What follows belongs to an exercise in optimizing a design on an open flow for small area, a short achievable clock period and few clock cycles; a production flow would make more cautious choices.
RTL that was checked went through simulation tests only; none was proved equivalent to the original.
The RTL of runs 1 and 2 was laid out without a check of its function.

$ cat flow/constraint.sdc
create_clock -name core_clock -period 15.0 [get_ports {clk_i}]
set_input_delay 3.0000 -clock core_clock [delete_from_list [all_inputs] [get_ports {clk_i}]]
set_output_delay 3.0000 -clock core_clock [all_outputs]
set_load 0.01 [all_outputs]
$ cat flow/run.sh
#!/bin/bash
# synth_recipe.tcl (not shown) runs the flow's synth.tcl, then flattens the netlist and writes it again
# the make line also repeats each setting of config.mk as NAME=value (left out here)
make -C /OpenROAD-flow-scripts/flow DESIGN_CONFIG=/design/flow/config.mk WORK_HOME=/design/flow/orfs CLKGATE_MAP_FILE= SYNTH_SCRIPT=/design/flow/synth_recipe.tcl finish
$ cat flow/config.mk
export PLATFORM = sky130hd
export DESIGN_NAME = vaddr_gen
export DESIGN_NICKNAME = vaddr_gen
export VERILOG_FILES = /design/flow/design.v
export SDC_FILE = /design/flow/constraint.sdc
export NUM_CORES = 4
export LEC_CHECK = 0
export ABC_AREA = 1
export ABC_CLOCK_PERIOD_IN_PS = 5000
export CAP_MARGIN = 20
export CORE_MARGIN = 2
export CORE_UTILIZATION = 40
export SLEW_MARGIN = 20
$ cat flow/design.v
`default_nettype none
package vaddr_pkg;
  localparam int unsigned AddrWidth = 32;
  typedef logic [AddrWidth-1:0] addr_t;
  localparam int unsigned VlWidth = 16;
  typedef logic [VlWidth-1:0] vlen_t;
  typedef logic signed [AddrWidth-1:0] stride_t;
  localparam int unsigned PageBits = 12;
  localparam int unsigned MaxBurstBeats = 256;
  typedef enum logic [1:0] {
    EW8  = 2'd0,
    EW16 = 2'd1,
    EW32 = 2'd2,
    EW64 = 2'd3
  } vew_e;
  typedef enum logic [1:0] {
    OP_VLE  = 2'd0,
    OP_VSE  = 2'd1,
    OP_VLSE = 2'd2,
    OP_VSSE = 2'd3
  } vop_e;
  typedef struct packed {
    addr_t   addr;
    vlen_t   len;
    stride_t stride;
    vew_e    vew;
    logic    is_load;
    logic    is_burst;
  } mem_req_t;
  typedef struct packed {
    addr_t      addr;
    logic [7:0] len;
    logic [2:0] size;
    logic       is_load;
  } lsu_req_t;
  localparam int unsigned MemReqBits = 2 * AddrWidth + VlWidth + 4;
  localparam int unsigned LsuReqBits = AddrWidth + 12;
endpackage
`default_nettype wire
`timescale 1ns/1ps
`default_nettype none
module vaddr_fifo #(
  parameter int unsigned Depth = 4,
  parameter int unsigned Width = 1
) (
  input  logic clk_i,
  input  logic rst_ni,
  input  logic push_i,
  input  logic [Width-1:0] data_i,
  output logic full_o,
  input  logic pop_i,
  output logic [Width-1:0] data_o,
  output logic empty_o
);
  localparam int unsigned PtrWidth = (Depth > 1) ? $clog2(Depth) : 1;
  localparam int unsigned CntWidth = $clog2(Depth + 1);
  logic [Width-1:0]    mem_q [Depth];
  logic [PtrWidth-1:0] wr_ptr_q;
  logic [PtrWidth-1:0] rd_ptr_q;
  logic [CntWidth-1:0] count_q;
  logic                do_push;
  logic                do_pop;
  function automatic logic [PtrWidth-1:0] ptr_inc(logic [PtrWidth-1:0] ptr);
    if (ptr == PtrWidth'(Depth - 1)) begin
      ptr_inc = '0;
    end else begin
      ptr_inc = ptr + PtrWidth'(1);
    end
  endfunction
  assign full_o  = (count_q == CntWidth'(Depth));
  assign empty_o = (count_q == '0);
  assign do_push = push_i && !full_o;
  assign do_pop  = pop_i && !empty_o;
  assign data_o = mem_q[rd_ptr_q];
  always_ff @(posedge clk_i or negedge rst_ni) begin
    if (!rst_ni) begin
      wr_ptr_q <= '0;
      rd_ptr_q <= '0;
      count_q  <= '0;
    end else begin
      if (do_push) begin
        wr_ptr_q <= ptr_inc(wr_ptr_q);
      end
      if (do_pop) begin
        rd_ptr_q <= ptr_inc(rd_ptr_q);
      end
      case ({do_push, do_pop})
        2'b10:   count_q <= count_q + CntWidth'(1);
        2'b01:   count_q <= count_q - CntWidth'(1);
        default: count_q <= count_q;
      endcase
    end
  end
  always_ff @(posedge clk_i) begin
    if (do_push) begin
      mem_q[wr_ptr_q] <= data_i;
    end
  end
endmodule
`default_nettype wire
`timescale 1ns/1ps
`default_nettype none
module vaddr_req_decode (
  input  logic                clk_i,
  input  logic                rst_ni,
  input  logic                req_valid_i,
  output logic                req_ready_o,
  input  vaddr_pkg::vop_e     req_op_i,
  input  vaddr_pkg::addr_t    req_addr_i,
  input  vaddr_pkg::vlen_t    req_len_i,
  input  vaddr_pkg::stride_t  req_stride_i,
  input  vaddr_pkg::vew_e     req_vew_i,
  output logic                ack_o,
  output logic                ack_error_o,
  input  logic                queue_full_i,
  output logic                queue_push_o,
  output vaddr_pkg::mem_req_t queue_data_o
);
  logic                busy_q;
  vaddr_pkg::mem_req_t entry_q;
  logic                accept;
  assign req_ready_o = !busy_q;
  assign accept      = req_valid_i && req_ready_o;
  always_ff @(posedge clk_i or negedge rst_ni) begin
    if (!rst_ni) begin
      busy_q <= 1'b0;
    end else if (accept) begin
      busy_q <= 1'b1;
    end else if (ack_o) begin
      busy_q <= 1'b0;
    end
  end
  always_ff @(posedge clk_i) begin
    if (accept) begin
      entry_q.addr     <= req_addr_i;
      entry_q.len      <= req_len_i;
      entry_q.stride   <= req_stride_i;
      entry_q.vew      <= req_vew_i;
      entry_q.is_load  <= (req_op_i == vaddr_pkg::OP_VLE) ||
                          (req_op_i == vaddr_pkg::OP_VLSE);
      entry_q.is_burst <= (req_op_i == vaddr_pkg::OP_VLE) ||
                          (req_op_i == vaddr_pkg::OP_VSE);
    end
  end
  vaddr_pkg::addr_t align_mask;
  logic             misaligned;
  logic             zero_len;
  logic             reject;
  assign align_mask = (vaddr_pkg::addr_t'(1) << entry_q.vew) - vaddr_pkg::addr_t'(1);
  assign misaligned = |(entry_q.addr & align_mask);
  assign zero_len   = (entry_q.len == '0);
  assign reject = misaligned || zero_len;
  assign queue_push_o = busy_q && !reject && !queue_full_i;
  assign queue_data_o = entry_q;
  assign ack_o       = busy_q && (reject || !queue_full_i);
  assign ack_error_o = busy_q && misaligned;
endmodule
`default_nettype wire
`timescale 1ns/1ps
`default_nettype none
module vaddr_burst_split #(
  parameter int unsigned BusBytes = 8
) (
  input  logic                 clk_i,
  input  logic                 rst_ni,
  input  logic                 req_empty_i,
  input  vaddr_pkg::mem_req_t  req_data_i,
  output logic                 req_pop_o,
  output logic                 ar_valid_o,
  input  logic                 ar_ready_i,
  output vaddr_pkg::addr_t     ar_addr_o,
  output logic [7:0]           ar_len_o,
  output logic [2:0]           ar_size_o,
  output logic                 aw_valid_o,
  input  logic                 aw_ready_i,
  output vaddr_pkg::addr_t     aw_addr_o,
  output logic [7:0]           aw_len_o,
  output logic [2:0]           aw_size_o,
  input  logic                 lsu_full_i,
  input  logic                 lsu_empty_i,
  input  logic                 lsu_head_is_load_i,
  output logic                 lsu_push_o,
  output vaddr_pkg::lsu_req_t  lsu_data_o
);
  localparam int unsigned ByteOff = $clog2(BusBytes);
  localparam vaddr_pkg::addr_t BeatMask  = vaddr_pkg::addr_t'(BusBytes - 1);
  localparam vaddr_pkg::addr_t BurstSpan =
    vaddr_pkg::addr_t'(vaddr_pkg::MaxBurstBeats * BusBytes);
  typedef enum logic [1:0] {
    ST_IDLE,
    ST_BOUNDS,
    ST_REQ
  } state_e;
  state_e              state_q;
  vaddr_pkg::mem_req_t cur_q;
  vaddr_pkg::addr_t    aligned_start_q;
  vaddr_pkg::addr_t    aligned_end_q;
  vaddr_pkg::addr_t    next_start_q;
  vaddr_pkg::addr_t consumed_bytes;
  vaddr_pkg::addr_t consumed_elems;
  vaddr_pkg::addr_t next_addr;
  vaddr_pkg::vlen_t next_len;
  vaddr_pkg::addr_t bnd_addr;
  vaddr_pkg::vlen_t bnd_len;
  vaddr_pkg::addr_t bnd_bytes;
  vaddr_pkg::addr_t last_byte;
  vaddr_pkg::addr_t page_end;
  vaddr_pkg::addr_t burst_end;
  vaddr_pkg::addr_t end_sel;
  assign consumed_bytes = next_start_q - cur_q.addr;
  assign consumed_elems = consumed_bytes >> cur_q.vew;
  always_comb begin
    if (cur_q.is_burst) begin
      next_addr = next_start_q;
      if (consumed_elems >= vaddr_pkg::addr_t'(cur_q.len)) begin
        next_len = '0;
      end else begin
        next_len = cur_q.len - vaddr_pkg::vlen_t'(consumed_elems);
      end
    end else begin
      next_addr = cur_q.addr + vaddr_pkg::addr_t'(cur_q.stride);
      next_len  = cur_q.len - vaddr_pkg::vlen_t'(1);
    end
  end
  assign bnd_addr = (state_q == ST_REQ) ? next_addr : cur_q.addr;
  assign bnd_len  = (state_q == ST_REQ) ? next_len : cur_q.len;
  assign bnd_bytes = vaddr_pkg::addr_t'(bnd_len) << cur_q.vew;
  assign last_byte = bnd_addr + bnd_bytes - vaddr_pkg::addr_t'(1);
  assign page_end  = {bnd_addr[vaddr_pkg::AddrWidth-1:vaddr_pkg::PageBits],
                      {vaddr_pkg::PageBits{1'b1}}};
  assign burst_end = (bnd_addr & ~BeatMask) + BurstSpan - vaddr_pkg::addr_t'(1);
  always_comb begin
    end_sel = last_byte;
    if (page_end < end_sel) begin
      end_sel = page_end;
    end
    if (burst_end < end_sel) begin
      end_sel = burst_end;
    end
  end
  logic             dir_ok;
  logic             ax_valid;
  logic             ax_ready;
  logic             xfer;
  vaddr_pkg::addr_t beat_span;
  logic [7:0]       ax_len;
  logic [2:0]       ax_size;
  assign dir_ok   = lsu_empty_i || (lsu_head_is_load_i == cur_q.is_load);
  assign ax_valid = (state_q == ST_REQ) && dir_ok && !lsu_full_i;
  assign ax_ready = cur_q.is_load ? ar_ready_i : aw_ready_i;
  assign xfer     = ax_valid && ax_ready;
  assign beat_span = (aligned_end_q - aligned_start_q) >> ByteOff;
  assign ax_len    = cur_q.is_burst ? beat_span[7:0] : 8'd0;
  assign ax_size   = cur_q.is_burst ? 3'(ByteOff) : {1'b0, cur_q.vew};
  assign ar_valid_o = ax_valid && cur_q.is_load;
  assign ar_addr_o  = cur_q.addr;
  assign ar_len_o   = ax_len;
  assign ar_size_o  = ax_size;
  assign aw_valid_o = ax_valid && !cur_q.is_load;
  assign aw_addr_o  = cur_q.addr;
  assign aw_len_o   = ax_len;
  assign aw_size_o  = ax_size;
  assign lsu_push_o         = xfer;
  assign lsu_data_o.addr    = cur_q.addr;
  assign lsu_data_o.len     = ax_len;
  assign lsu_data_o.size    = ax_size;
  assign lsu_data_o.is_load = cur_q.is_load;
  assign req_pop_o = (state_q == ST_IDLE) && !req_empty_i;
  always_ff @(posedge clk_i or negedge rst_ni) begin
    if (!rst_ni) begin
      state_q <= ST_IDLE;
    end else begin
      case (state_q)
        ST_IDLE:   if (req_pop_o) state_q <= ST_BOUNDS;
        ST_BOUNDS: state_q <= ST_REQ;
        ST_REQ:    if (xfer && (next_len == '0)) state_q <= ST_IDLE;
        default:   state_q <= ST_IDLE;
      endcase
    end
  end
  always_ff @(posedge clk_i) begin
    if (req_pop_o) begin
      cur_q <= req_data_i;
    end else if (xfer) begin
      cur_q.addr <= next_addr;
      cur_q.len  <= next_len;
    end
    if ((state_q == ST_BOUNDS) || xfer) begin
      aligned_start_q <= bnd_addr & ~BeatMask;
      aligned_end_q   <= end_sel & ~BeatMask;
      next_start_q    <= (end_sel & ~BeatMask) + vaddr_pkg::addr_t'(BusBytes);
    end
  end
endmodule
`default_nettype wire
`timescale 1ns/1ps
`default_nettype none
module vaddr_gen #(
  parameter int unsigned BusBytes = 8
) (
  input  logic               clk_i,
  input  logic               rst_ni,
  input  logic               req_valid_i,
  output logic               req_ready_o,
  input  vaddr_pkg::vop_e    req_op_i,
  input  vaddr_pkg::addr_t   req_addr_i,
  input  vaddr_pkg::vlen_t   req_len_i,
  input  vaddr_pkg::stride_t req_stride_i,
  input  vaddr_pkg::vew_e    req_vew_i,
  output logic               ack_o,
  output logic               ack_error_o,
  output logic               ar_valid_o,
  input  logic               ar_ready_i,
  output vaddr_pkg::addr_t   ar_addr_o,
  output logic [7:0]         ar_len_o,
  output logic [2:0]         ar_size_o,
  output logic               aw_valid_o,
  input  logic               aw_ready_i,
  output vaddr_pkg::addr_t   aw_addr_o,
  output logic [7:0]         aw_len_o,
  output logic [2:0]         aw_size_o,
  output logic               lsu_valid_o,
  input  logic               lsu_ready_i,
  output vaddr_pkg::addr_t   lsu_addr_o,
  output logic [7:0]         lsu_len_o,
  output logic [2:0]         lsu_size_o,
  output logic               lsu_is_load_o
);
  logic take;
  logic in_misal;
  logic in_good;
  logic in_load;
  logic in_burst;
  logic s_valid_q;
  logic             w_valid_q;
  assign req_ready_o = !w_valid_q;
  assign take        = req_valid_i && !w_valid_q;
  assign in_misal = |(req_addr_i[2:0] & ((3'd1 << req_vew_i) - 3'd1));
  assign in_good  = !in_misal && (req_len_i != '0);
  assign in_load  = !req_op_i[0];
  assign in_burst = !req_op_i[1];
  logic ack_q;
  logic ack_err_q;
  always_ff @(posedge clk_i or negedge rst_ni) begin
    if (!rst_ni) begin
      ack_q <= 1'b0;
    end else begin
      ack_q <= take;
    end
  end
  always_ff @(posedge clk_i) begin
    ack_err_q <= in_misal;
  end
  assign ack_o       = ack_q;
  assign ack_error_o = ack_err_q;
  vaddr_pkg::addr_t s_addr_q;
  vaddr_pkg::vlen_t s_len_q;
  vaddr_pkg::addr_t s_stride_q;
  logic [1:0]       s_vew_q;
  logic             s_load_q;
  logic             s_burst_q;
  always_ff @(posedge clk_i) begin
    if (take) begin
      s_addr_q   <= req_addr_i;
      s_len_q    <= req_len_i;
      s_stride_q <= req_stride_i;
      s_vew_q    <= req_vew_i;
      s_load_q   <= in_load;
      s_burst_q  <= in_burst;
    end
  end
  logic             w_fresh_q;
  vaddr_pkg::addr_t w_a_q;
  logic [15:0]      w_r_q;
  vaddr_pkg::addr_t w_stride_q;
  logic [1:0]       w_vew_q;
  logic             w_load_q;
  logic             w_burst_q;
  logic [18:0] w_bytes;
  logic [18:0] w_span;
  logic [15:0] r_eff;
  logic [7:0]  lim;
  logic        last_b;
  logic [7:0]  len_b;
  logic        w_last;
  assign w_bytes = {3'b000, w_r_q} << w_vew_q;
  assign w_span  = w_bytes + {16'd0, w_a_q[2:0]} - 19'd1;
  assign r_eff   = w_fresh_q ? w_span[18:3] : w_r_q;
  assign lim    = w_a_q[11] ? ~w_a_q[10:3] : 8'hFF;
  assign last_b = (r_eff[15:8] == 8'd0) && (r_eff[7:0] <= lim);
  assign len_b  = last_b ? r_eff[7:0] : lim;
  assign w_last = w_burst_q ? last_b : (w_r_q == 16'd1);
  logic             o_valid_q;
  logic             o_done_q;    
  vaddr_pkg::addr_t o_a_q;
  logic [7:0]       o_len_q;
  logic [2:0]       o_size_q;
  logic             o_load_q;
  logic             l_valid_q;
  vaddr_pkg::addr_t l_a_q;
  logic [7:0]       l_len_q;
  logic [2:0]       l_size_q;
  logic             l_load_q;
  logic dir_ok;
  logic ax_valid;
  logic hs;
  logic l_take;
  logic l_push;
  logic o_free;
  logic w_push;
  logic w_free;
  assign dir_ok   = !l_valid_q || (l_load_q == o_load_q);
  assign ax_valid = o_valid_q && !o_done_q && dir_ok;
  assign hs       = ax_valid && (o_load_q ? ar_ready_i : aw_ready_i);
  assign l_take   = !l_valid_q || lsu_ready_i;
  assign l_push   = o_valid_q && (o_done_q || hs) && l_take;
  assign o_free   = !o_valid_q || l_push;
  assign w_push   = w_valid_q && o_free;
  assign w_free   = !w_valid_q || (w_push && w_last);
  assign ar_valid_o = ax_valid && o_load_q;
  assign ar_addr_o  = o_a_q;
  assign ar_len_o   = o_len_q;
  assign ar_size_o  = o_size_q;
  assign aw_valid_o = ax_valid && !o_load_q;
  assign aw_addr_o  = o_a_q;
  assign aw_len_o   = o_len_q;
  assign aw_size_o  = o_size_q;
  assign lsu_valid_o   = l_valid_q;
  assign lsu_addr_o    = l_a_q;
  assign lsu_len_o     = l_len_q;
  assign lsu_size_o    = l_size_q;
  assign lsu_is_load_o = l_load_q;
  always_ff @(posedge clk_i or negedge rst_ni) begin
    if (!rst_ni) begin
      s_valid_q <= 1'b0;
      w_valid_q <= 1'b0;
      o_valid_q <= 1'b0;
      o_done_q  <= 1'b0;
      l_valid_q <= 1'b0;
    end else begin
      s_valid_q <= 1'b0;
      if (w_free) begin
        w_valid_q <= take && in_good;
      end
      if (o_free) begin
        o_valid_q <= w_valid_q;
        o_done_q  <= 1'b0;
      end else if (hs) begin
        o_done_q  <= 1'b1;
      end
      if (l_take) begin
        l_valid_q <= l_push;
      end
    end
  end
  always_ff @(posedge clk_i) begin
    if (w_free) begin
      w_fresh_q <= 1'b1;
      begin
        w_a_q      <= req_addr_i;
        w_r_q      <= req_len_i;
        w_stride_q <= req_stride_i;
        w_vew_q    <= req_vew_i;
        w_load_q   <= in_load;
        w_burst_q  <= in_burst;
      end
    end else if (w_push) begin
      w_fresh_q <= 1'b0;
      if (w_burst_q) begin
        w_a_q <= w_a_q[11] ? {w_a_q[31:12] + 20'd1, 12'd0}
                           : {w_a_q[31:12], 1'b1, w_a_q[10:3], 3'd0};
        w_r_q <= r_eff - {8'd0, lim} - 16'd1;
      end else begin
        w_a_q <= w_a_q + w_stride_q;
        w_r_q <= w_r_q - 16'd1;
      end
    end
    if (o_free) begin
      o_a_q    <= w_a_q;
      o_len_q  <= w_burst_q ? len_b : 8'd0;
      o_size_q <= w_burst_q ? 3'd3 : {1'b0, w_vew_q};
      o_load_q <= w_load_q;
    end
    if (l_push) begin
      l_a_q    <= o_a_q;
      l_len_q  <= o_len_q;
      l_size_q <= o_size_q;
      l_load_q <= o_load_q;
    end
  end
endmodule
`default_nettype wire
==> results of run 1 <==
through the flow:
step / hold WS, ps / util (%) / setup slack (ps) / cell area [sq um]
after floorplan: 400 / - / 8060 / 11400
after CTS: 440 / 51.1 / 9220 / 14300
after detailed placement: 431 / 48.8 / 8770 / 13600
after global placement: 412 / 48.8 / 8830 / 13600
final: 440 / 51.1 / 9210 / 14300
after global routing: 436 / 51.1 / 8580 / 14300
cell usage after synthesis (13+ instances only):
master / number / area (sq um)
buf_4: 45 / 338
a21oi_1: 81 / 405
clkbuf_1: 22 / 82.6
nor2_1: 85 / 319
xor2_1: 16 / 140
nand2_1: 385 / 1450
nand3_1: 69 / 345
o21ai_0: 112 / 561
o21ai_1: 13 / 65.1
ha_1: 61 / 763
nor3_1: 22 / 110
xnor2_1: 13 / 114
inv_1: 154 / 578
edfxtp_1: 170 / 5100
registers in the layout, summed over array words and instances, names as in the netlist, 2 cells and up:
name	cells
w_stride_q	32
w_vew_q	2
o_a_q	32
l_a_q	32
o_len_q	8
l_size_q	2
l_len_q	8
w_a_q	32
o_size_q	2
w_r_q	16
per-layer routing:
layer	vias up	global-route usage, %	routed length, um
met2	315	33.2	14000
met3	30	3.39	1750
met5	-	0	0
met4	0	5.93	573
met1	4575	32.1	16200
li1	4945	-	-
worst max-delay path by stage:
stage               depth (start not counted)  startpoint        end  slack (ps)
floorplan                                   8  ar_ready_i  w_a_q[10]        8060
global placement                           11  ar_ready_i  w_a_q[14]        8830
detailed placement                         11  ar_ready_i  w_a_q[16]        8770
CTS                                        11  ar_ready_i  w_a_q[20]        9220
global route                               28  w_vew_q[0]   w_r_q[9]        8580
finish                                     28  w_vew_q[0]   w_a_q[5]        9210
kinds of logic (layout without fill, tap and decap cells):
group	after synthesis	in the layout	synth area share [%]
buf+inv	237	419	9.75
other cells	1	4	0.0329
fa+ha+maj	63	63	7.05
flops	177	177	46.2
compound gates	259	259	12.6
simple gates	607	607	22.2
xor+xnor	29	29	2.23
layout by cell type, fill, tap and decap left out, types with 3 or more instances in the layout:
master	count
a211oi_1	8
a21o_1	5
a21oi_1	81
a31oi_1	7
buf_4	6
clkbuf_16	17
clkdlybuf4s50_1	222
clkinv_8	6
conb_1	3
dfrtp_1	5
edfxtp_1	170
ha_1	61
inv_1	153
inv_12	4
inv_2	5
inv_6	3
nand2_1	385
nand2_2	8
nand3_1	69
nand3b_1	3
nand4_1	10
nor2_1	84
nor3_1	22
nor4_1	11
o211ai_1	3
o21a_1	3
o21ai_0	112
o21ai_1	13
o21bai_1	8
o22ai_1	6
or2_2	8
xnor2_1	13
xor2_1	16
area by class of cell:
class                           count  area (sq um)
Antenna cell                        1          2.50
Clock buffer                       17           425
Clock inverter                     15           218
Fill cell                        2696         13600
Inverter                          159           597
Multi-Input combinational cell    961          5030
Sequential cell                   177          5270
Tap cell                          378           473
Timing Repair Buffer              228          2270
==> summary.md, run 1 <==
| Metric | Value |
|---|---|
| Die extent in x | `173 um` |
| Fraction of layout cells with a size suffix above 1 | `4.37%` |
| Max-cap violations | `0` |
| Hold path depth | `0` |
| #FFs+latches synth | `177` |
| Final setup vio count | `0` |
| CTS Buffer Depth | `2` |
| Die ar. | `29900 sq um` |
| Antenna-violating nets left | `0` |
| CP required | `approximately 15000 ps` |
| Post-synthesis cell type count | `just over 50` |
| Tmin final | `5790 ps` |
| Hold path start | `w_load_q` |
| Final Cycle Share | `38.6%` |
| Crit. End Element | `register` |
| Achievable frequency | `173 MHz` |
| Reg2Reg Setup Slack | `9210 ps` |
| First-pass GRT wire length | `a little over 50 mm` |
| WL/cell | `16.8 um` |
| Final wirelength | `32.6 mm` |
| Hpwl dp | `25.1 mm` |
| YS warnings | `1` |
| Htree depth | `4` |
| Crit start category | `register` |
| FP Rows | `between 60 and 70` |
| Synth Area per Inst | `8.30 sq um` |
| Aggregate negative setup slack | `0 ps` |
| Critical path's slowest cell | `buf_4` |
| Reg2reg start | `w_vew_q[0]` |
| Core area | `27900 sq um` |
| Via Count | `9865` |
| DRC viols | `0` |
| Final GP Congestion | `0.879` |
| Total CTS buffers | `17` |
| Seq/Total Area, Yosys | `46.2%` |
| Fin. max-slew vios | `0` |
| Iteration count of the initial detailed-routing pass | `5` |
| # hold bufs at CTS | `0` |
| Synthesized netlist cell count | `between 1000 and 1500` |
| Worst-path maximum fanout | `101` |
| Slew headroom | `roughly 29%` |
| Via/cell ratio | `5.10` |
| GRT Util Overall | `21.8%` |
| Nets@finish | `approximately 1700` |
| Top cell by count, worst path | `o21ai_0` |
| Layout overhead on the synthesized area | `25.3%` |
| Hold path endpoint | `o_load_q` |
| Largest delay contributor family on the critical path | `compound AO/OA/AOI/OAI gates` |
| Initial antenna violation count | `2` |
| Hold Crit Class | `reg2reg` |
| Clock Latency Late Sink | `450 ps` |
| Largest net degree at the start of global routing | `around 100` |
| I/O Pins | `226` |
| Bufs and invs on worst path | `5` |
| RSZ-0062 raised after global routing | `false` |
| Clock transition at path regs | `90 ps` |
| Worst EP arrival | `~6000 ps` |
| Most common flop cell mapped by yosys | `edfxtp_1` |
| Port Buffers | `222` |
| Iteration-0 DRC Markers | `between 700 and 800` |
| Post-Syn Area | `approximately 11000 sq um` |
| Initial Util | `40.8%` |
| Resized cells post-CTS | `0` |
| Setup CP Type | `reg2reg` |
| Max stage delay on crit path | `800 ps` |
| Worst-Margin Slew | `approximately 1100 ps` |
| Die H | `roughly 170 um` |
| Hold Vio Cnt, Final | `0` |
| FFs w/ async S/R, synth | `2.82%` |
| DP Cell Count | `roughly 1900` |
| Outcome | `no timing/DRC/antenna violations` |
| Layout Skew | `17.1 ps` |
| Number of synthesized flops with an enable pin | `170` |
| R2R Path End | `w_a_q[5]` |
| Non-Filler Instances | `1936` |
| CTS tree | `built` |
| # clock sinks | `177` |
| # Post-CTS Setup Buffers | `0` |
| Reg2Reg Depth | `28` |
| Number of global-route vias before repair | `9241` |
| Root Buffer | `clkbuf_16` |
| GRT overflow | `0` |
==> inputs of run 2 (changes only) <==
--- a/flow/design.v
+++ b/flow/design.v
@@ -328,2 +328,10 @@
 );
+  logic             w_valid_q;
+  logic             w_fresh_q;
+  vaddr_pkg::addr_t w_a_q;
+  logic [15:0]      w_r_q;
+  vaddr_pkg::addr_t w_stride_q;
+  logic [1:0]       w_vew_q;
+  logic             w_load_q;
+  logic             w_burst_q;
   logic take;
@@ -331,6 +339,2 @@
   logic in_good;
-  logic in_load;
-  logic in_burst;
-  logic s_valid_q;
-  logic             w_valid_q;
   assign req_ready_o = !w_valid_q;
@@ -339,4 +343,2 @@
   assign in_good  = !in_misal && (req_len_i != '0);
-  assign in_load  = !req_op_i[0];
-  assign in_burst = !req_op_i[1];
   logic ack_q;
@@ -355,26 +357,2 @@
   assign ack_error_o = ack_err_q;
-  vaddr_pkg::addr_t s_addr_q;
-  vaddr_pkg::vlen_t s_len_q;
-  vaddr_pkg::addr_t s_stride_q;
-  logic [1:0]       s_vew_q;
-  logic             s_load_q;
-  logic             s_burst_q;
-  always_ff @(posedge clk_i) begin
-    if (take) begin
-      s_addr_q   <= req_addr_i;
-      s_len_q    <= req_len_i;
-      s_stride_q <= req_stride_i;
-      s_vew_q    <= req_vew_i;
-      s_load_q   <= in_load;
-      s_burst_q  <= in_burst;
-    end
-  end
-  logic             w_fresh_q;
-  vaddr_pkg::addr_t w_a_q;
-  logic [15:0]      w_r_q;
-  vaddr_pkg::addr_t w_stride_q;
-  logic [1:0]       w_vew_q;
-  logic             w_load_q;
-  logic             w_burst_q;
-  logic [18:0] w_bytes;
   logic [18:0] w_span;
@@ -385,5 +363,4 @@
   logic        w_last;
-  assign w_bytes = {3'b000, w_r_q} << w_vew_q;
-  assign w_span  = w_bytes + {16'd0, w_a_q[2:0]} - 19'd1;
-  assign r_eff   = w_fresh_q ? w_span[18:3] : w_r_q;
+  assign w_span = ({3'b000, w_r_q} << w_vew_q) + {16'd0, w_a_q[2:0]} - 19'd1;
+  assign r_eff  = w_fresh_q ? w_span[18:3] : w_r_q;
   assign lim    = w_a_q[11] ? ~w_a_q[10:3] : 8'hFF;
@@ -396,3 +373,3 @@
   logic [7:0]       o_len_q;
-  logic [2:0]       o_size_q;
+  logic [1:0]       o_size_q;
   logic             o_load_q;
@@ -401,3 +378,3 @@
   logic [7:0]       l_len_q;
-  logic [2:0]       l_size_q;
+  logic [1:0]       l_size_q;
   logic             l_load_q;
@@ -409,4 +386,2 @@
   logic o_free;
-  logic w_push;
-  logic w_free;
   assign dir_ok   = !l_valid_q || (l_load_q == o_load_q);
@@ -417,4 +392,2 @@
   assign o_free   = !o_valid_q || l_push;
-  assign w_push   = w_valid_q && o_free;
-  assign w_free   = !w_valid_q || (w_push && w_last);
   assign ar_valid_o = ax_valid && o_load_q;
@@ -422,3 +395,3 @@
   assign ar_len_o   = o_len_q;
-  assign ar_size_o  = o_size_q;
+  assign ar_size_o  = {1'b0, o_size_q};
   assign aw_valid_o = ax_valid && !o_load_q;
@@ -426,3 +399,3 @@
   assign aw_len_o   = o_len_q;
-  assign aw_size_o  = o_size_q;
+  assign aw_size_o  = {1'b0, o_size_q};
   assign lsu_valid_o   = l_valid_q;
@@ -430,3 +403,3 @@
   assign lsu_len_o     = l_len_q;
-  assign lsu_size_o    = l_size_q;
+  assign lsu_size_o    = {1'b0, l_size_q};
   assign lsu_is_load_o = l_load_q;
@@ -434,3 +407,2 @@
     if (!rst_ni) begin
-      s_valid_q <= 1'b0;
       w_valid_q <= 1'b0;
@@ -440,5 +412,6 @@
     end else begin
-      s_valid_q <= 1'b0;
-      if (w_free) begin
+      if (!w_valid_q) begin
         w_valid_q <= take && in_good;
+      end else if (o_free && w_last) begin
+        w_valid_q <= 1'b0;
       end
@@ -456,13 +429,11 @@
   always_ff @(posedge clk_i) begin
-    if (w_free) begin
-      w_fresh_q <= 1'b1;
-      begin
-        w_a_q      <= req_addr_i;
-        w_r_q      <= req_len_i;
-        w_stride_q <= req_stride_i;
-        w_vew_q    <= req_vew_i;
-        w_load_q   <= in_load;
-        w_burst_q  <= in_burst;
-      end
-    end else if (w_push) begin
+    if (!w_valid_q) begin
+      w_fresh_q  <= 1'b1;
+      w_a_q      <= req_addr_i;
+      w_r_q      <= req_len_i;
+      w_stride_q <= req_stride_i;
+      w_vew_q    <= req_vew_i;
+      w_load_q   <= !req_op_i[0];
+      w_burst_q  <= !req_op_i[1];
+    end else if (o_free) begin
       w_fresh_q <= 1'b0;
@@ -480,3 +451,3 @@
       o_len_q  <= w_burst_q ? len_b : 8'd0;
-      o_size_q <= w_burst_q ? 3'd3 : {1'b0, w_vew_q};
+      o_size_q <= w_burst_q ? 2'd3 : w_vew_q;
       o_load_q <= w_load_q;
--- a/flow/config.mk
+++ b/flow/config.mk
@@ -7,4 +7,2 @@
 export LEC_CHECK = 0
-export ABC_AREA = 1
-export ABC_CLOCK_PERIOD_IN_PS = 5000
 export CAP_MARGIN = 20
==> run 2 against run 1 <==
Still clean; final cell count decreased by 16%; flip-flop and latch count did not move; hold slack lost 17 ps; largest cell class unchanged; sequential share of layout area is 0.59 points higher; worst setup slack worse by 120 ps.
==> summary.md, run 2 <==
| Metric | Value |
|---|---|
| Fin. max-slew vios | `0 (unchanged)` |
| Hold path endpoint | `o_load_q (unchanged)` |
| Antenna-violating nets left | `0 (unchanged)` |
| Hpwl dp | `23.4 mm (was 25.1 mm)` |
| Commonest non-fill, non-tap cells in the layout | `222 x clkdlybuf4s50_1, 170 x edfxtp_1, 87 x nand2_1 (was 385 x nand2_1, 222 x clkdlybuf4s50_1, 170 x edfxtp_1)` |
| Grt peak-use layer | `met2 (unchanged)` |
| Synth Area per Inst | `10.3 sq um (was 8.30 sq um)` |
| # hold bufs at CTS | `0 (unchanged)` |
| Final GP Congestion | `0.904 (was 0.879)` |
| Layout overhead on the synthesized area | `25.8% (was 25.3%)` |
| R2R Path End | `o_len_q[4] (was w_a_q[5])` |
| Bufs and invs on worst path | `1 (was 5)` |
| Initial antenna violation count | `0 (was 2)` |
| Max-cap violations | `0 (unchanged)` |
| Synth top area share | `45.7% (was 44.8%)` |
| Tmin final | `5910 ps (was 5790 ps)` |
| Hold Crit Class | `reg2reg (unchanged)` |
| Largest delay contributor family on the critical path | `compound AO/OA/AOI/OAI gates (unchanged)` |
| Largest net degree at the start of global routing | `49 (was 102)` |
| CTS tree | `built (unchanged)` |
| Most common cell in the netlist | `edfxtp_1 (was nand2_1)` |
| Reg2Reg Depth | `20 (was 28)` |
| Via Count | `8978 (was 9865)` |
| Post-synthesis cell type count | `71 (was 51)` |
| Critical Path, Cell by Cell | `mux2_2, or2_2, o21ai_0, inv_1, ha_1, nand2_1, o31ai_1, a31oi_1, xnor2_1, mux2_2, ha_1, nand2_1, nand2_1, a21o_1, a21oi_1, o21ai_0, a21oi_1, o21ai_0, or3_1, a211oi_1` |
| Worst-Margin Slew | `968 ps (was 1070 ps)` |
| Critical path's slowest cell | `edfxtp_1 (was buf_4)` |
| First-pass GRT wire length | `48.7 mm (was 51.3 mm)` |
| Grt met1 use | `29.1% (was 32.1%)` |
| FFs w/ async S/R, synth | `2.82% (unchanged)` |
| Core area | `27600 sq um (was 27900 sq um)` |
| Hold Vio Cnt, Final | `0 (unchanged)` |
| Reg2Reg Setup Slack | `9090 ps (was 9210 ps)` |
| # diodes | `0 (was 1)` |
| Post-Syn Area | `11200 sq um (was 11400 sq um)` |
| Most common cell after layout, fill and taps aside | `clkdlybuf4s50_1 (was nand2_1)` |
| Clock Latency Late Sink | `440 ps (was 450 ps)` |
| Final wirelength | `31.5 mm (was 32.6 mm)` |
| Synthesized netlist cell count | `1081 (was 1373)` |
| #FFs+latches synth | `177 (unchanged)` |
| Final setup vio count | `0 (unchanged)` |
| Number of synthesized flops with an enable pin | `170 (unchanged)` |
| Die extent in x | `171 um (was 173 um)` |
| Die ar. | `29300 sq um (was 29900 sq um)` |
| Resized cells post-CTS | `0 (unchanged)` |
| Iteration-0 DRC Markers | `635 (was 796)` |
| Fraction of layout cells with a size suffix above 1 | `6.61% (was 4.37%)` |
| Hold path depth | `0 (unchanged)` |
| Setup CP Type | `reg2reg (unchanged)` |
| Via/cell ratio | `5.49 (was 5.10)` |
| Worst-path maximum fanout | `23 (was 101)` |
| I/O Pins | `226 (unchanged)` |
| # Post-CTS Setup Buffers | `0 (unchanged)` |
| Worst EP arrival | `6140 ps (was 5950 ps)` |
| FP Rows | `61 (unchanged)` |
| M2 GR Usage | `36.4% (was 33.2%)` |
| GRT overflow | `0 (unchanged)` |
| Max stage delay on crit path | `890 ps (was 800 ps)` |
| Top cell type by total area after synthesis | `edfxtp_1 (unchanged)` |
| Filler cells | `2558 (was 2696)` |
| Reg2reg start | `w_vew_q[1] (was w_vew_q[0])` |
| Ranking of synthesized cells by area | `edfxtp_1 46%, ha_1 6.8%, xnor2_1 3.4% (was edfxtp_1 45%, nand2_1 13%, ha_1 6.7%)` |
| Post-layout util | `50.9% (was 51.1%)` |
| Met3 Usage GRT | `3.13% (was 3.39%)` |
| Most common flop cell mapped by yosys | `edfxtp_1 (unchanged)` |
| Total CTS buffers | `17 (unchanged)` |
| Initial Util | `40.5% (was 40.8%)` |
| GRT Util Overall | `21.5% (was 21.8%)` |
| Commonest cells post-synth | `170 x edfxtp_1, 87 x nand2_1, 72 x a21oi_1 (was 385 x nand2_1, 170 x edfxtp_1, 154 x inv_1)` |
| # clock sinks | `177 (unchanged)` |
| Seq/Total Area, Yosys | `47.1% (was 46.2%)` |
| Aggregate negative setup slack | `0 ps (unchanged)` |
| Hold path start | `w_load_q (unchanged)` |
| Clock transition at path regs | `80 ps (was 90 ps)` |
| Nets@finish | `1396 (was 1697)` |
| CTS Buffer Depth | `2 (unchanged)` |
| Layout Skew | `16.4 ps (was 17.1 ps)` |
| Crit. End Element | `register (unchanged)` |
| Crit start category | `register (unchanged)` |
| Achievable frequency | `169 MHz (was 173 MHz)` |
| Root Buffer | `clkbuf_16 (unchanged)` |
| Outcome | `no timing/DRC/antenna violations (unchanged)` |
| YS warnings | `1 (unchanged)` |
| Iteration count of the initial detailed-routing pass | `5 (unchanged)` |
| CP required | `15230 ps (was 15160 ps)` |
| Port Buffers | `222 (unchanged)` |
| Htree depth | `4 (unchanged)` |
| WL/cell | `19.3 um (was 16.8 um)` |
| Slew headroom | `34.8% (was 28.6%)` |
| RSZ-0062 raised after global routing | `false (unchanged)` |
| Die H | `171 um (was 173 um)` |
| Number of global-route vias before repair | `8855 (was 9241)` |
| DRC viols | `0 (unchanged)` |
| Final Cycle Share | `39.4% (was 38.6%)` |
run 2: worst max path at each step:
stage / start / to / slack [ps] / depth (start not counted)
6_report: w_vew_q[1] / o_len_q[4] / 9090 / 20
5_1_grt: w_vew_q[1] / o_len_q[4] / 8630 / 22
4_1_cts: w_vew_q[1] / o_len_q[4] / 9130 / 22
3_5_place_dp: w_vew_q[1] / o_len_q[4] / 9130 / 22
3_3_place_gp: w_vew_q[1] / o_len_q[3] / 9330 / 20
2_1_floorplan: aw_ready_i / w_a_q[10] / 6860 / 6
run 2: final cells by class:
cell class	instances	area [sq um]	share of cell area, %
sequential	177	5270	37.5
multi-input combinational	770	5250	37.4
timing repair buffer	227	2260	16.1
tap	378	473	3.36
clock buffer	17	425	3.03
clock inverter	15	191	1.36
inverter	50	189	1.34
run 2: metal layers:
metal / wire length (um) / vias to the layer above / part of all wire (%)
met1: 14600 / 4352 / 47
met4: 392 / 0 / 1.2
met2: 15200 / 258 / 48
li1: - / 4341 / -
met3: 1260 / 27 / 4.0
met5: 0 / - / 0
run 2: kinds of logic (layout without fill, tap and decap cells):
logic type      count (synthesis)  after routing  share of synthesized area [%]
simple gates                  332            332                           15.3
compound gates                276            276                           16.3
flops                         177            177                           47.1
buf+inv                       136            309                           6.10
xor+xnor                       71             71                           5.56
fa+ha+maj                      63             63                           7.19
mux                            25             25                           2.43
other cells                     1              3                         0.0335
run 2: metrics by stage:
step	worst slack (ps)	instances	hold WS [ps]	area (sq um)
2_1_floorplan	6860	1083	400	11200
3_3_place_gp	9330	1602	405	13400
3_5_place_dp	9130	1602	405	13400
4_1_cts	9130	1634	425	14100
5_1_grt	8630	1634	434	14100
6_report	9090	1634	423	14100
==> inputs of run 3 (changes only) <==
--- a/flow/design.v
+++ b/flow/design.v
@@ -329,3 +329,2 @@
   logic             w_valid_q;
-  logic             w_fresh_q;
   vaddr_pkg::addr_t w_a_q;
@@ -357,14 +356,16 @@
   assign ack_error_o = ack_err_q;
-  logic [18:0] w_span;
-  logic [15:0] r_eff;
+  logic [11:0] room_bytes;
+  logic [11:0] room_elems;
+  logic [15:0] step;
+  logic [10:0] tail_span;
   logic [7:0]  lim;
-  logic        last_b;
-  logic [7:0]  len_b;
   logic        w_last;
-  assign w_span = ({3'b000, w_r_q} << w_vew_q) + {16'd0, w_a_q[2:0]} - 19'd1;
-  assign r_eff  = w_fresh_q ? w_span[18:3] : w_r_q;
-  assign lim    = w_a_q[11] ? ~w_a_q[10:3] : 8'hFF;
-  assign last_b = (r_eff[15:8] == 8'd0) && (r_eff[7:0] <= lim);
-  assign len_b  = last_b ? r_eff[7:0] : lim;
-  assign w_last = w_burst_q ? last_b : (w_r_q == 16'd1);
+  logic [7:0]  len_b;
+  assign room_bytes = w_a_q[11] ? (~w_a_q[11:0] + 12'd1) : (12'h800 - {9'd0, w_a_q[2:0]});
+  assign room_elems = room_bytes >> w_vew_q;
+  assign step       = w_burst_q ? {4'd0, room_elems} : 16'd1;
+  assign w_last     = (w_r_q <= step);
+  assign lim       = w_a_q[11] ? ~w_a_q[10:3] : 8'hFF;
+  assign tail_span = (w_r_q[10:0] << w_vew_q) + {8'd0, w_a_q[2:0]} - 11'd1;
+  assign len_b     = w_last ? tail_span[10:3] : lim;
   logic             o_valid_q;
@@ -430,3 +431,2 @@
     if (!w_valid_q) begin
-      w_fresh_q  <= 1'b1;
       w_a_q      <= req_addr_i;
@@ -438,3 +438,3 @@
     end else if (o_free) begin
-      w_fresh_q <= 1'b0;
+      w_r_q <= w_r_q - step;
       if (w_burst_q) begin
@@ -442,6 +442,4 @@
                            : {w_a_q[31:12], 1'b1, w_a_q[10:3], 3'd0};
-        w_r_q <= r_eff - {8'd0, lim} - 16'd1;
       end else begin
         w_a_q <= w_a_q + w_stride_q;
-        w_r_q <= w_r_q - 16'd1;
       end
==> flow/flow/run.sh (new file) <==
#!/bin/bash
set -euo pipefail
bash standard.sh SETUP_SLACK_MARGIN=11 finish > flow_make.log 2>&1
==> flow/standard.sh (new file) <==
#!/bin/bash
# synth_recipe.tcl (not shown) runs the flow's synth.tcl, then flattens the netlist and writes it again
# the make line also repeats each setting of config.mk as NAME=value (left out here)
make -C /OpenROAD-flow-scripts/flow DESIGN_CONFIG=/design/flow/config.mk WORK_HOME=/design/flow/orfs CLKGATE_MAP_FILE= SYNTH_SCRIPT=/design/flow/synth_recipe.tcl "${@:-finish}"
removed: flow/run.sh
==> run 3 against run 2 <==
Still clean on timing, DRC and antenna; final area fell by 1.6%; non-clock buffer count rose by 96; critical path depth fell by 17; largest cell class unchanged; highest routed layer unchanged.
==> summary.md, run 3 <==
| Metric | Value |
|---|---|
| Outcome | `no timing/DRC/antenna violations (unchanged)` |
| Synth Area in Simple Gates | `11.0% (was 15.3%)` |
| Synthesized netlist cell count | `895 (was 1081)` |
| #FFs+latches synth | `176 (was 177)` |
| Crit. End Element | `output port (was register)` |
| Seq/Total Area, Yosys | `51.7% (was 47.1%)` |
| Via/cell ratio | `5.35 (was 5.49)` |
| Setup WS pre-CTS | `8930 ps (was 9130 ps)` |
| Crit start category | `register (unchanged)` |
| Max-cap violations | `0 (unchanged)` |
| Final setup vio count | `0 (unchanged)` |
| Die H | `163 um (was 171 um)` |
| # diodes | `0 (unchanged)` |
| Number of global-route vias before repair | `7766 (was 8855)` |
| Most common flop cell mapped by yosys | `edfxtp_1 (unchanged)` |
| Worst Hold Slack | `423 ps (about the same)` |
| Worst-path maximum fanout | `3 (was 23)` |
| Max stage delay on crit path | `420 ps (was 890 ps)` |
| CP required | `12000 ps (was 15230 ps)` |
| CTS tree | `built (unchanged)` |
| Hpwl dp | `19.5 mm (was 23.4 mm)` |
| Reg2Reg Depth | `19 (was 20)` |
| Tmin final | `4320 ps (was 5910 ps)` |
| Worst-Margin Slew | `766 ps (was 968 ps)` |
| Via Count | `8128 (was 8978)` |
| Main combinational cell family by area after synthesis | `compound AO/OA/AOI/OAI gates (unchanged)` |
| Clock Latency Late Sink | `430 ps (was 440 ps)` |
| Antenna-violating nets left | `0 (unchanged)` |
| Hold path depth | `0 (unchanged)` |
| Critical Path, Cell by Cell | `nand2b_4, and4b_1, buf_2 (was mux2_2, or2_2, o21ai_0, inv_1, ha_1, nand2_1, o31ai_1, a31oi_1, xnor2_1, mux2_2, ha_1, nand2_1, nand2_1, a21o_1, a21oi_1, o21ai_0, a21oi_1, o21ai_0, or3_1, a211oi_1)` |
| Layout overhead on the synthesized area | `36.3% (was 25.8%)` |
| WL/cell | `19.5 um (was 19.3 um)` |
| Synth Area per Inst | `11.3 sq um (was 10.3 sq um)` |
| Achievable frequency | `232 MHz (was 169 MHz)` |
| Final wirelength | `29.5 mm (was 31.5 mm)` |
| Largest net degree at the start of global routing | `55 (was 49)` |
| Mux contribution to synthesized area | `3.56% (was 2.43%)` |
| DRC viols | `0 (unchanged)` |
| Hold Crit Class | `reg2reg (unchanged)` |
| Slew headroom | `48.9% (was 34.8%)` |
| Final worst slack | `10680 ps (was 9090 ps)` |
| RSZ-0062 raised after global routing | `true (was false)` |
| Clock transition at path regs | `70 ps (was 80 ps)` |
| Setup CP Type | `reg2out (was reg2reg)` |
| Grt peak-use layer | `met2 (unchanged)` |
| Total CTS buffers | `17 (unchanged)` |
| Hold Vio Cnt, Final | `0 (unchanged)` |
| First-pass GRT wire length | `43.9 mm (was 48.7 mm)` |
| Nets@finish | `1324 (was 1396)` |
| Initial antenna violation count | `0 (unchanged)` |
| GRT overflow | `0 (unchanged)` |
| CTS Buffer Depth | `2 (unchanged)` |
| Commonest non-fill, non-tap cells in the layout | `170 x edfxtp_1, 113 x buf_2, 76 x clkdlybuf4s50_1 (was 222 x clkdlybuf4s50_1, 170 x edfxtp_1, 87 x nand2_1)` |
| Top cell type by total area after synthesis | `edfxtp_1 (unchanged)` |
| Synth top area share | `50.3% (was 45.7%)` |
| Post-synthesis cell type count | `68 (was 71)` |
| Fraction of layout cells with a size suffix above 1 | `31.4% (was 6.61%)` |
| FFs w/ async S/R, synth | `2.84% (was 2.82%)` |
| YS warnings | `1 (unchanged)` |
| Commonest cells post-synth | `170 x edfxtp_1, 63 x nand2_1, 63 x nor2_1 (was 170 x edfxtp_1, 87 x nand2_1, 72 x a21oi_1)` |
| FP Rows | `58 (was 61)` |
| # clock sinks | `176 (was 177)` |
| M2 GR Usage | `34.4% (was 36.4%)` |
| Htree depth | `4 (unchanged)` |
| Fin. max-slew vios | `0 (unchanged)` |
| Final Cycle Share | `28.8% (was 39.4%)` |
| Layout Skew | `11.5 ps (was 16.4 ps)` |
| Iteration-0 DRC Markers | `489 (was 635)` |
| Worst EP arrival | `1320 ps (was 6140 ps)` |
| Final GP Congestion | `0.917 (was 0.904)` |
| Most common cell in the netlist | `edfxtp_1 (unchanged)` |
| Core area | `25000 sq um (was 27600 sq um)` |
| Critical path's slowest cell | `edfxtp_1 (unchanged)` |
| Die ar. | `26700 sq um (was 29300 sq um)` |
| Number of synthesized flops with an enable pin | `170 (unchanged)` |
| Aggregate negative setup slack | `0 ps (unchanged)` |
| I/O Pins | `226 (unchanged)` |
| Grt met1 use | `31.0% (was 29.1%)` |
| GRT Util Overall | `21.7% (was 21.5%)` |
| Filler cells | `2192 (was 2558)` |
| Iteration count of the initial detailed-routing pass | `5 (unchanged)` |
| # hold bufs at CTS | `0 (unchanged)` |
| Compound-cell area share of the yosys netlist | `15.4% (was 16.3%)` |
| Die extent in x | `163 um (was 171 um)` |
| Port Buffers | `222 (unchanged)` |
| Synthesized-area fraction occupied by adder cells | `7.30% (was 7.19%)` |
| Met3 Usage GRT | `3.25% (was 3.13%)` |
| Synth Area in XOR/XNOR | `5.31% (was 5.56%)` |
| Root Buffer | `clkbuf_16 (unchanged)` |
| Ranking of synthesized cells by area | `edfxtp_1 50%, ha_1 6.9%, buf_4 3.4% (was edfxtp_1 46%, ha_1 6.8%, xnor2_1 3.4%)` |
| Post-Syn Area | `10200 sq um (was 11200 sq um)` |
| Most common cell after layout, fill and taps aside | `edfxtp_1 (was clkdlybuf4s50_1)` |
| Initial Util | `40.5% (about the same)` |
## run 3: changes by cell type in the layout (fill, tap and decap cells not counted), moves of 19 or more
cell             previous run  this run
nand2_1                    87        59
buf_2                       0       113
buf_4                       5        67
a21oi_1                    72        46
nor4_1                     21         2
clkdlybuf4s50_1           222        76
buf_6                       0        50
o21ai_0                    56        35
## run 3: layer usage
metal,vias to the layer above,routed length (um)
met4,0,457
li1,3883,-
met3,29,2300
met1,3853,13300
met5,-,0
met2,363,13500
## run 3: final cells by class
type	instances	area, sq um	share of cell area (%)
Sequential cell	176	5250	38.0
Multi-Input combinational cell	627	4780	34.6
Timing Repair Buffer	323	2650	19.1
Clock buffer	17	425	3.07
Tap cell	330	413	2.98
Clock inverter	15	193	1.39
Inverter	31	124	0.895
## run 3: critical path: cells and delay by family (launching register included)
kind / cells / cell delay, ps
DFF: 1 / 420
and+or+nand+nor: 2 / 330
buffers and inverters: 1 / 140
## run 3: metrics by stage
step                      util, %  cells  instance area (sq um)
after floorplan                 -    897                  10200
after global placement       49.7   1384                  12500
after detailed placement     49.7   1384                  12500
after CTS                    52.9   1489                  13300
after global routing         55.3   1519                  13800
final                        55.3   1519                  13800
## run 3: logic make-up after synthesis
logic type,count (synthesis)
adders and majority gates,58
buffers and inverters,103
AOI/OAI and AO/OA,230
other,1
DFF,176
and+or+nand+nor,233
muxes,34
xor gates and xnor gates,60
## run 3: final timing paths
kind                       startpoint         end  slack (ps)
max                          l_load_q  ar_valid_o       10680
min                          w_load_q    o_load_q         420
max reg2reg                  w_a_q[1]  o_len_q[5]       10940
min reg2reg                  w_load_q    o_load_q         420
max in group asynchronous      rst_ni   w_valid_q       11980
min in group asynchronous      rst_ni   l_valid_q        2790
## run 3: timing repair
action / 4_1_cts / 5_1_grt
buffers inserted: 65 / 27
gates resized for setup: 595 / 82
pin swaps: 19 / 29
setup endpoints to repair: 283 / 178
gates cloned: 8 / 3
Testbench counts of run 3, summed over its fixed seeds: cycles 2,065.
==> inputs of run 4 (changes only) <==
==> flow/flow/run.sh (replaced) <==
#!/bin/bash
# The standard layout (standard.sh) with three changes to how it is made:
#  - timing repair aims at 11 ns of setup slack, so the achieved period is short;
#  - ports are buffered with buf_1 instead of the default delay buffer;
#  - the clock tree uses clkbuf_8 and no dummy loads.
# Everything else, the synthesis included, is the standard flow. The make output goes to
# flow_make.log; ORFS's own per-step logs stay under orfs/logs.
set -euo pipefail
bash standard.sh \
  SETUP_SLACK_MARGIN=11 \
  "BUFFER_PORTS_ARGS=-buffer_cell sky130_fd_sc_hd__buf_1" \
  "CTS_ARGS=-sink_clustering_enable -repair_clock_nets -buf_list sky130_fd_sc_hd__clkbuf_8 -root_buf sky130_fd_sc_hd__clkbuf_8 -dont_use_dummy_load" \
  finish > flow_make.log 2>&1
==> run 4 against run 3 <==
Die area did not move; synthesized cell count unchanged; core utilization fell by 5.6 points; fmax is 0.81% lower; register-to-register slack better by 30 ps; routed wire length decreased by 1.6%; non-clock buffer count down 26; global-route usage down 0.47 points; hold slack improved by 4.1 ps; critical endpoint is now aw_valid_o; highest routed layer is now met5.
==> summary.md, run 4 <==
| Metric | Value |
|---|---|
| Outcome | `no timing/DRC/antenna violations (unchanged)` |
| Commonest non-fill, non-tap cells in the layout | `170 x edfxtp_1, 121 x buf_1, 89 x clkbuf_2 (was 170 x edfxtp_1, 113 x buf_2, 76 x clkdlybuf4s50_1)` |
| Hold Crit Class | `reg2reg (unchanged)` |
| Worst-Margin Slew | `945 ps (was 766 ps)` |
| Ranking of synthesized cells by area | `edfxtp_1 50%, ha_1 6.9%, buf_4 3.4% (unchanged)` |
| Port Buffers | `222 (unchanged)` |
| Hold path depth | `0 (unchanged)` |
| Compound-cell area share of the yosys netlist | `15.4% (unchanged)` |
| DRC viols | `0 (unchanged)` |
| Layout Skew | `39.0 ps (was 11.5 ps)` |
| Post-Syn Area | `10200 sq um (unchanged)` |
| Non-Filler Instances | `1477 (was 1519)` |
| Initial antenna violation count | `1 (was 0)` |
| CP required | `12000 ps (about the same)` |
| Number of synthesized flops with an enable pin | `170 (unchanged)` |
| Antenna-violating nets left | `0 (unchanged)` |
| RSZ-0062 raised after global routing | `true (unchanged)` |
| Nets@finish | `1297 (was 1324)` |
| Main combinational cell family by area after synthesis | `compound AO/OA/AOI/OAI gates (unchanged)` |
| Htree depth | `4 (unchanged)` |
| Synth Area per Inst | `11.3 sq um (unchanged)` |
| Commonest cells post-synth | `170 x edfxtp_1, 63 x nand2_1, 63 x nor2_1 (unchanged)` |
| Layout overhead on the synthesized area | `22.5% (was 36.3%)` |
| Crit. End Element | `output port (unchanged)` |
| DP Cell Count | `1383 (was 1384)` |
| Most common cell in the netlist | `edfxtp_1 (unchanged)` |
| Setup WS pre-CTS | `9330 ps (was 8930 ps)` |
| Final Cycle Share | `29.0% (was 28.8%)` |
| Number of global-route vias before repair | `7336 (was 7766)` |
| Tmin final | `4350 ps (was 4320 ps)` |
| Root Buffer | `clkbuf_8 (was clkbuf_16)` |
| Synth Area in XOR/XNOR | `5.31% (unchanged)` |
| Achievable frequency | `230 MHz (was 232 MHz)` |
| Synth top area share | `50.3% (unchanged)` |
| Reg2Reg Depth | `17 (was 19)` |
| Worst Hold Slack | `427 ps (was 423 ps)` |
| Synthesized netlist cell count | `895 (unchanged)` |
| # diodes | `0 (unchanged)` |
| Die extent in x | `163 um (unchanged)` |
| CTS tree | `built (unchanged)` |
| Post-layout util | `49.7% (was 55.3%)` |
| Clock transition at path regs | `80 ps (was 70 ps)` |
| Via Count | `7940 (was 8128)` |
| Worst EP arrival | `1350 ps (was 1320 ps)` |
| Clock Latency Late Sink | `470 ps (was 430 ps)` |
| Critical Path, Cell by Cell | `nand2_2, nor4bb_2, buf_2 (was nand2b_4, and4b_1, buf_2)` |
| Most common cell after layout, fill and taps aside | `edfxtp_1 (unchanged)` |
| Worst-path maximum fanout | `3 (unchanged)` |
| Aggregate negative setup slack | `0 ps (unchanged)` |
| # hold bufs at CTS | `0 (unchanged)` |
| I/O Pins | `226 (unchanged)` |
| Initial Util | `40.5% (unchanged)` |
| Top cell type by total area after synthesis | `edfxtp_1 (unchanged)` |
| Core area | `25000 sq um (unchanged)` |
| # clock sinks | `176 (unchanged)` |
| Final wirelength | `29.1 mm (was 29.5 mm)` |
| Seq/Total Area, Yosys | `51.7% (unchanged)` |
| Die H | `163 um (unchanged)` |
| FFs w/ async S/R, synth | `2.84% (unchanged)` |
| Max stage delay on crit path | `450 ps (was 420 ps)` |
| GRT overflow | `0 (unchanged)` |
| Hold Vio Cnt, Final | `0 (unchanged)` |
| Fin. max-slew vios | `0 (unchanged)` |
| Post-synthesis cell type count | `68 (unchanged)` |
| #FFs+latches synth | `176 (unchanged)` |
| Final GP Congestion | `0.897 (was 0.917)` |
| Post-route cell area | `12400 sq um (was 13800 sq um)` |
| Synth Area in Simple Gates | `11.0% (unchanged)` |
| Critical path's slowest cell | `dfrtp_2 (was edfxtp_1)` |
| First-pass GRT wire length | `42.4 mm (was 43.9 mm)` |
| Iteration-0 DRC Markers | `746 (was 489)` |
| GRT Util Overall | `21.2% (was 21.7%)` |
| Max-cap violations | `0 (unchanged)` |
| Die ar. | `26700 sq um (unchanged)` |
| YS warnings | `1 (unchanged)` |
| Mux contribution to synthesized area | `3.56% (unchanged)` |
| Setup CP Type | `reg2out (unchanged)` |
| Fraction of layout cells with a size suffix above 1 | `25.0% (was 31.4%)` |
| Most common flop cell mapped by yosys | `edfxtp_1 (unchanged)` |
| Crit start category | `register (unchanged)` |
| Slew headroom | `36.4% (was 48.9%)` |
| Final setup vio count | `0 (unchanged)` |
| Final worst slack | `10650 ps (was 10680 ps)` |
| WL/cell | `19.7 um (was 19.5 um)` |
| FP Rows | `58 (unchanged)` |
| Hpwl dp | `19.2 mm (was 19.5 mm)` |
| Via/cell ratio | `5.38 (was 5.35)` |
| CTS Buffer Depth | `2 (unchanged)` |
| Largest net degree at the start of global routing | `47 (was 55)` |
| Total CTS buffers | `17 (unchanged)` |
| Cell Area, Placed | `11100 sq um (was 12500 sq um)` |
| Iteration count of the initial detailed-routing pass | `7 (was 5)` |
| Filler cells | `2288 (was 2192)` |
| Synthesized-area fraction occupied by adder cells | `7.30% (unchanged)` |
[run 4: cell type report]
type                       instances  area (sq um)  area share (%)
inverter                          31           131            1.06
timing repair buffer             297          1660            13.4
multi-input combinational        625          4730            38.0
tap                              330           413            3.32
clock buffer                      17           234            1.88
timing repair inverter             1          8.76          0.0704
sequential                       176          5260            42.3
[run 4: logic make-up after synthesis]
family | after synthesis
compound gates | 230
xor+xnor | 60
fa+ha+maj | 58
buf+inv | 103
flops | 176
mux | 34
other cells | 1
simple gates | 233
[run 4: repair_timing]
item                       4_1_cts  5_1_grt
pin swaps                       11       38
setup buffers                   39       28
cloned                           9        1
resized for setup               44      140
setup endpoints to repair      210      186
[run 4: routing by layer]
metal | track usage (%) | wire [um] | up-vias
li1 | - | - | 3817
met3 | 3.15 | 2040 | 33
met5 | 0 | 13 | -
met4 | 5.43 | 448 | 2
met2 | 33.9 | 13500 | 337
met1 | 30.4 | 13100 | 3751
[run 4: path summary, 6_finish.rpt]
path	startpoint	endpoint	slack, ps
max in group asynchronous	rst_ni	w_valid_q	12270
worst min-delay path	w_load_q	o_load_q	430
worst min register to register	w_load_q	o_load_q	430
worst max-delay path	l_valid_q	aw_valid_o	10650
worst max register to register	w_a_q[3]	o_len_q[2]	10970
min in group asynchronous	rst_ni	l_valid_q	2430
[run 4: worst max-delay path: cells and delay by family, from the launching register on]
kind	cells	cell delay [ps]
buf+inv	1	180
simple gates	2	280
flops	1	450

## re-timing with driven ports
The flow's constraints put no driver on any port. The routed layouts listed below were extracted and timed again, unchanged, in two steps.
Step 1, drivers: a clkbuf_16 drives clk_i and a buf_2 each remaining input, both assumed.
Step 2 adds t to the input delays and takes it off the output delays; t is the mean of the earliest and latest rising clock arrival at the registers after step 1. Input paths then give back, and output paths get back, about the clock's delay inside the block.
Three values: ideal, step 1, step 2; two values: the first two.
run	shift t [ns]	setup WS [ns]	slew at the worst register clock pin (ns)	worst data-port slew with drivers (ns)	pins driven straight from the clock port
run 1	0.488	9.211 / 9.211 / 8.766	0.09 / 0.09	0.08	1
run 2	0.475	9.086 / 9.086 / 9.086	0.08 / 0.08	0.07	1
run 3	0.475	10.681 / 10.633 / 10.445	0.08 / 0.08	0.07	1
run 4	0.496	10.646 / 10.603 / 10.514	0.11 / 0.11	0.06	1
After both steps every run listed still meets setup and hold. For run 1, which loses most, drivers alone change the setup slack by 0.000 ns; drivers and shift together by -0.445 ns.
